Context: an optimization exercise on an open-source flow, tuned for small area and a short achievable clock period. The choices shown serve that exercise and are no tape-out recipe. Only simulation tests tie the RTL to the original design; equivalence was not proved. Power and IR drop assume default switching activity.

### flow/run.sh
#!/bin/bash
# synth_recipe.tcl (not shown) runs the flow's synth.tcl, then flattens the netlist and writes it again
# the make line also repeats each setting of config.mk as NAME=value (left out here)
make -C /OpenROAD-flow-scripts/flow DESIGN_CONFIG=/design/flow/config.mk WORK_HOME=/design/flow/orfs CLKGATE_MAP_FILE= SYNTH_SCRIPT=/design/flow/synth_recipe.tcl finish
### flow/config.mk
export PLATFORM = sky130hd
export DESIGN_NAME = tile_map_scroller
export DESIGN_NICKNAME = tile_map_scroller
export VERILOG_FILES = /design/flow/design.v
export SDC_FILE = /design/flow/constraint.sdc
export NUM_CORES = 4
export LEC_CHECK = 0
export CAP_MARGIN = 20
export CORE_MARGIN = 2
export CORE_UTILIZATION = 40
export SLEW_MARGIN = 20
### flow/constraint.sdc
create_clock -name core_clock -period 8.0 [get_ports {pixel_clk_in}]
set_input_delay 1.6000 -clock core_clock [delete_from_list [all_inputs] [get_ports {pixel_clk_in}]]
set_output_delay 1.6000 -clock core_clock [all_outputs]
set_load 0.01 [all_outputs]
### flow/design.v
module tile_map_scroller #(
    parameter int MAP_COLS  = 64,
    parameter int MAP_ROWS  = 8,
    parameter int ORIGIN_Y  = 0,
    parameter int ACTIVE_W  = 1280,
    parameter int NUM_TILES = 37
) (
    input  logic                                  pixel_clk_in,
    input  logic                                  rst_in,
    input  logic [10:0]                           hcount_in,
    input  logic [9:0]                            vcount_in,
    input  logic                                  new_frame_in,
    input  logic                                  pause_in,
    input  logic [4:0]                            speed_in,
    input  logic                                  map_we_in,
    input  logic [$clog2(MAP_COLS*MAP_ROWS)-1:0]  map_waddr_in,
    input  logic [5:0]                            map_wdata_in,
    output logic [10:0]                           hcount_out,
    output logic [9:0]                            vcount_out,
    output logic [5:0]                            unique_image_index,
    output logic                                  in_sprite,
    output logic [11:0]                           offset_out,
    output logic                                  map_ready_out
);
    localparam int          DEPTH  = MAP_COLS * MAP_ROWS;
    localparam int          AW     = $clog2(DEPTH);
    localparam int          CW     = $clog2(MAP_COLS);
    localparam logic [11:0] W_MASK = 12'(MAP_COLS * 16 - 1);
    localparam logic [5:0]  EMPTY  = 6'h3F;
    typedef enum logic {CLEAR = 1'b0, RUN = 1'b1} state_t;
    state_t          state_q, state_d;
    logic [AW-1:0]   clr_addr_q, clr_addr_d;
    logic [11:0]     scroll_q, scroll_d;
    logic            mem_we;
    logic [AW-1:0]   mem_waddr;
    logic [5:0]      mem_wdata;
    logic [5:0]      map_q [DEPTH];
    logic [10:0]     vrel;
    logic            band;
    logic [11:0]     world_x;
    logic [6+CW:0]   rd_full;
    logic [AW-1:0]   rd_addr;
    logic [5:0]      code;
    logic            code_ok;
    logic            lookup_unused;
    logic [10:0]     hcount_q;
    logic [9:0]      vcount_q;
    logic [5:0]      index_q;
    logic            in_sprite_q;
    always_ff @(posedge pixel_clk_in) begin
        if (rst_in) begin
            state_q    <= CLEAR;
            clr_addr_q <= '0;
        end else begin
            state_q    <= state_d;
            clr_addr_q <= clr_addr_d;
        end
    end
    always_comb begin
        state_d = state_q;
        if (state_q == CLEAR && clr_addr_q == AW'(DEPTH - 1)) begin
            state_d = RUN;
        end
    end
    always_comb begin
        clr_addr_d = clr_addr_q;
        mem_we     = 1'b0;
        mem_waddr  = map_waddr_in;
        mem_wdata  = map_wdata_in;
        case (state_q)
            CLEAR: begin
                mem_we     = 1'b1;
                mem_waddr  = clr_addr_q;
                mem_wdata  = EMPTY;
                clr_addr_d = clr_addr_q + 1'b1;
            end
            RUN: begin
                mem_we = map_we_in && ({1'b0, map_waddr_in} < (AW+1)'(DEPTH));
            end
            default: ;
        endcase
    end
    always_ff @(posedge pixel_clk_in) begin
        if (mem_we && !rst_in) begin
            map_q[mem_waddr] <= mem_wdata;
        end
    end
    always_comb begin
        scroll_d = scroll_q;
        if (state_q == RUN && new_frame_in && !pause_in) begin
            scroll_d = (scroll_q + {{7{speed_in[4]}}, speed_in}) & W_MASK;
        end
    end
    always_ff @(posedge pixel_clk_in) begin
        if (rst_in) begin
            scroll_q <= '0;
        end else begin
            scroll_q <= scroll_d;
        end
    end
    always_comb begin
        vrel    = {1'b0, vcount_in} - 11'(ORIGIN_Y);
        band    = (vrel < 11'(MAP_ROWS * 16)) && (hcount_in < 11'(ACTIVE_W));
        world_x = ({1'b0, hcount_in} + scroll_q) & W_MASK;
        rd_full = {vrel[10:4], world_x[CW+3:4]};
        rd_addr = band ? rd_full[AW-1:0] : '0;
        code    = map_q[rd_addr];
        code_ok = band && (code < 6'(NUM_TILES));
    end
    assign lookup_unused = ^{vrel, world_x, rd_full};
    always_ff @(posedge pixel_clk_in) begin
        if (rst_in) begin
            hcount_q    <= '0;
            vcount_q    <= '0;
            index_q     <= '0;
            in_sprite_q <= 1'b0;
        end else begin
            hcount_q    <= hcount_in;
            vcount_q    <= vcount_in;
            index_q     <= (state_q == RUN && code_ok) ? code : 6'd0;
            in_sprite_q <= (state_q == RUN) && code_ok;
        end
    end
    assign hcount_out         = hcount_q;
    assign vcount_out         = vcount_q;
    assign unique_image_index = index_q;
    assign in_sprite          = in_sprite_q;
    assign offset_out         = scroll_q;
    assign map_ready_out      = (state_q == RUN);
endmodule
==> results.py <==
metrics = {
    "run_status": {
        "status": "timing/DRC/antenna clean",
    },
    "final_layout": {
        "area_delta_synth_final_pct": 12.8,
        "regArea_sq_mm": 0.0932,
        "final_nets": 9651,
        "utilization": 0.453,
        "nFillCells": 27800,
        "multi_input_area_sq_mm": 0.0310,
        "drive_gt1_frac": 0.0859,
    },
    "timing": {
        "hold_ws_ns": 0.515,
        "max_clock_freq_mhz": 140,
        "hold_viol": 0,
        "post-route-period-util": 0.892,
        "finClkSkew_ns": 0.0379,
        "slew_violations": 0,
        "rsz0062_at_grt": "no",
        "setup_viol_count_final": 0,
        "relSlewSlack": 0.172,
        "worst_pin_slew_ns": 1.24,
        "setup_tns_ns": 0,
        "min_period_ns": 7.14,
    },
    "clock_tree": {
        "cts_tree": "built",
        "cts_inserted_buffers": 325,
        "clock_sinks": 3120,
        "ctsResizeCount": 0,
        "post_cts_buffers": 0,
        "clkLatencyLatePin_ns": 0.89,
        "root_buffer": "clkbuf_16",
        "clk_pin_slew_ns": 0.06,
        "cts.htree.levels": 5,
        "clk_path_buf_depth": 4,
        "cts-hold-fix-buffers": 0,
    },
    "floorplan": {
        "die-area_sq_mm": 0.324,
        "core_area_sq_mm": 0.318,
        "ios": 87,
        "rows": 207,
        "die_h_microns": 569,
        "fp.dieW_microns": 569,
        "initial_core_util": 0.402,
    },
    "synth": {
        "ys_warn_count": 1,
        "yosysSeqAreaShare": 0.730,
        "ys_top_cells_by_count": "edfxtp_1 (3072), nand2_1 (2117), nand3_1 (1078), nor2_1 (567), mux2i_1 (563)",
        "synth_area_sq_mm": 0.128,
        "synth_top_cell_by_area": "edfxtp_1",
        "synth_seq_cells": 3120,
        "synth.most_common_cell": "edfxtp_1",
        "ys.flop_type": "edfxtp_1",
        "synth_area_leaders": "edfxtp_1 (72%), nand2_1 (6.2%), mux2i_1 (4.4%), nand3_1 (4.2%), nor2_1 (1.7%)",
        "postSynthAreaPerCell_sq_um": 13.4,
        "synth_top_area_share": 0.723,
        "ys_types": 85,
        "synth_edf_count": 3072,
        "syn_inst": 9513,
        "async_flop_share": 0,
    },
    "critical_path": {
        "worstPathRequired_ns": 8.75,
        "cp-end-kind": "flip-flop",
        "cp_max_fo": 19,
        "cp.arrival_ns": 7.89,
        "r2r_setup_slack_ns": 1.68,
        "crit_chain": "clkdlybuf4s50_1, ha_1, a211oi_1, nand4b_1, buf_4, a32oi_1, o211ai_1, buf_4, nand3_4, buf_12, o22ai_1, a2111oi_0, a211oi_1, nor4_1, a211oi_1, a21oi_1, nor4b_2",
        "critPathMostFrequentCell": "a211oi_1",
        "cp_slowest_cell": "nor4_1",
        "cp-start-kind": "input port",
        "slowest_delay_ns": 1.00,
        "path_class": "in -> reg",
    },
    "pwr": {
        "leakage_uw": 0.0496,
        "peakVddDrop_mv": 0.197,
        "cellPowerDensity_mw_per_mm2": 230,
        "finalPower_uw": 33200,
    },
    "global_routing": {
        "globalRouteTotalUtil": 0.240,
        "grt_overflow_total": 0,
        "grt_antenna_before_repair": 36,
        "grt_max_degree": 193,
        "grt_pass1_vias": 79200,
        "grt_pass1_wl_mm": 572,
    },
    "hold_path": {
        "hold_path_class": "reg -> reg",
    },
    "placed_design": {
        "port_buffers": 84,
        "gp_congestion": 0.890,
        "dp_hpwl_mm": 236,
    },
    "detailed_routing": {
        "via_per_inst": 5.91,
        "drc_errors": 0,
        "first_pass_iters": 6,
        "wl_mm": 400,
        "vias": 82900,
        "drtIter0Drc": 11400,
        "wl_per_cell_microns": 28.5,
        "ant_nets": 0,
    },
    "flow_run": {
        "drv_cap": 0,
    },
}
==> state kept, by name, summed over array words and instances (netlist names) <==
name	count
map_q	3072
hcount_q	11
scroll_q	10
vcount_q	10
clr_addr_q	9
index_q	6
in_sprite_q	1
state_q	1
==> logic make-up after synthesis <==
| group | Yosys count | share of synthesized area |
|---|---|---|
| compound gates | 986 | 0.0519 |
| xor+xnor | 18 | 0.00124 |
| fa+ha+maj | 20 | 0.00202 |
| buf+inv | 705 | 0.0298 |
| flops | 3120 | 0.730 |
| mux | 569 | 0.0447 |
| other cells | 1 | 0.0000294 |
| simple gates | 4094 | 0.140 |
==> critical path, delay by kind of cell <==
kind	cells	cell delay, ns
and+or+nand+nor	4	1.76
buffers and inverters	4	1.27
AOI/OAI and AO/OA	8	2.76
adders and majority gates	1	0.44
==> where the power goes <==
part           total, uW  switching (uW)  internal, uW
combinational        829             587           242
clock              14700            6350          8310
sequential         17700            4.03         17700
total              33200            6940         26200
==> path summary, 6_finish.rpt <==
check | startpoint | cells past startpoint | endpoint
hold / removal | scroll_q[2]$_SDFFE_PP0P_ | 2 | scroll_q[2]$_SDFFE_PP0P_
setup / recovery | hcount_in[4] | 17 | index_q[5]$_SDFF_PP0_
setup reg to reg | scroll_q[4]$_SDFFE_PP0P_ | 16 | index_q[5]$_SDFF_PP0_
hold reg to reg | scroll_q[2]$_SDFFE_PP0P_ | 2 | scroll_q[2]$_SDFFE_PP0P_
==> cell usage in the layout (no fill, tap or decap), types with 23 or more instances in the layout <==
master	netlist	layout
nand2_1	2117	2096
and3_1	34	34
mux2i_1	563	563
nand4_1	34	34
clkbuf_16	0	328
nor4_1	54	54
bufinv_16	0	23
inv_1	29	29
a211oi_1	234	234
a311oi_1	58	58
and4_1	108	108
nor2b_1	24	24
a31oi_1	65	64
o22ai_1	65	65
nor3_1	28	27
nand3_1	1078	1075
a21oi_1	325	325
dfxtp_1	48	47
a22oi_1	30	30
buf_12	0	78
clkinv_1	0	70
edfxtp_1	3072	3072
clkinv_2	0	55
buf_4	105	254
o21ai_0	24	23
clkdlybuf4s50_1	0	83
o211ai_1	58	58
nor2_1	567	565
clkbuf_1	217	73
==> cell type report <==
class                   instances  area share
multi-input cells            5689       0.215
clock buffers                 403      0.0591
flip-flops and latches       3120       0.647
well taps                    4180      0.0363
repair buffers                420      0.0302
inverters                      29    0.000756
diodes                         11    0.000191
clock inverters               175      0.0108
==> metrics by stage <==
stage	area, sq um	cells	setup slack, ns
global route	144000	14000	0.877
global placement	134000	13400	-0.346
CTS	144000	14000	1.03
finish	144000	14000	0.862
floorplan	128000	9514	1.89
detailed placement	134000	13400	0.120
==> layer usage <==
| layer | global-route usage | wire (microns) |
|---|---|---|
| met1 | 0.336 | 159000 |
| met2 | 0.367 | 180000 |
| met3 | 0.0530 | 44000 |
| met4 | 0.0903 | 16300 |
| met5 | 0 | 144 |

-- afterwards: timing with drivers on the ports --
How much do the figures lean on ideal ports? The routed layout below was timed once more, with nothing changed but the port constraints.
Step 1 assumes that a clkbuf_16 drives the clock port and a buf_2 every other input.
Step 2, shift: input delay + t, output delay - t, t = (earliest + latest rising clock arrival at the registers) / 2. This alone moves slack from input paths to output paths.
a / b / c = ideal / step 1 / step 2; a / b = the first two.
shift t [ns]: 0.982
setup WS [ns]: 0.862 / 0.939 / -0.043
worst hold slack (ns): 0.515 / 0.515 / 0.515
latest minus earliest clock arrival (ns): 0.046 / 0.046
worst data-port slew with drivers (ns): 0.07
With both steps, setup timing fails in this run, where it was met with ideal ports. For this run, drivers alone change the setup slack by +0.077 ns; drivers and shift together by -0.905 ns.
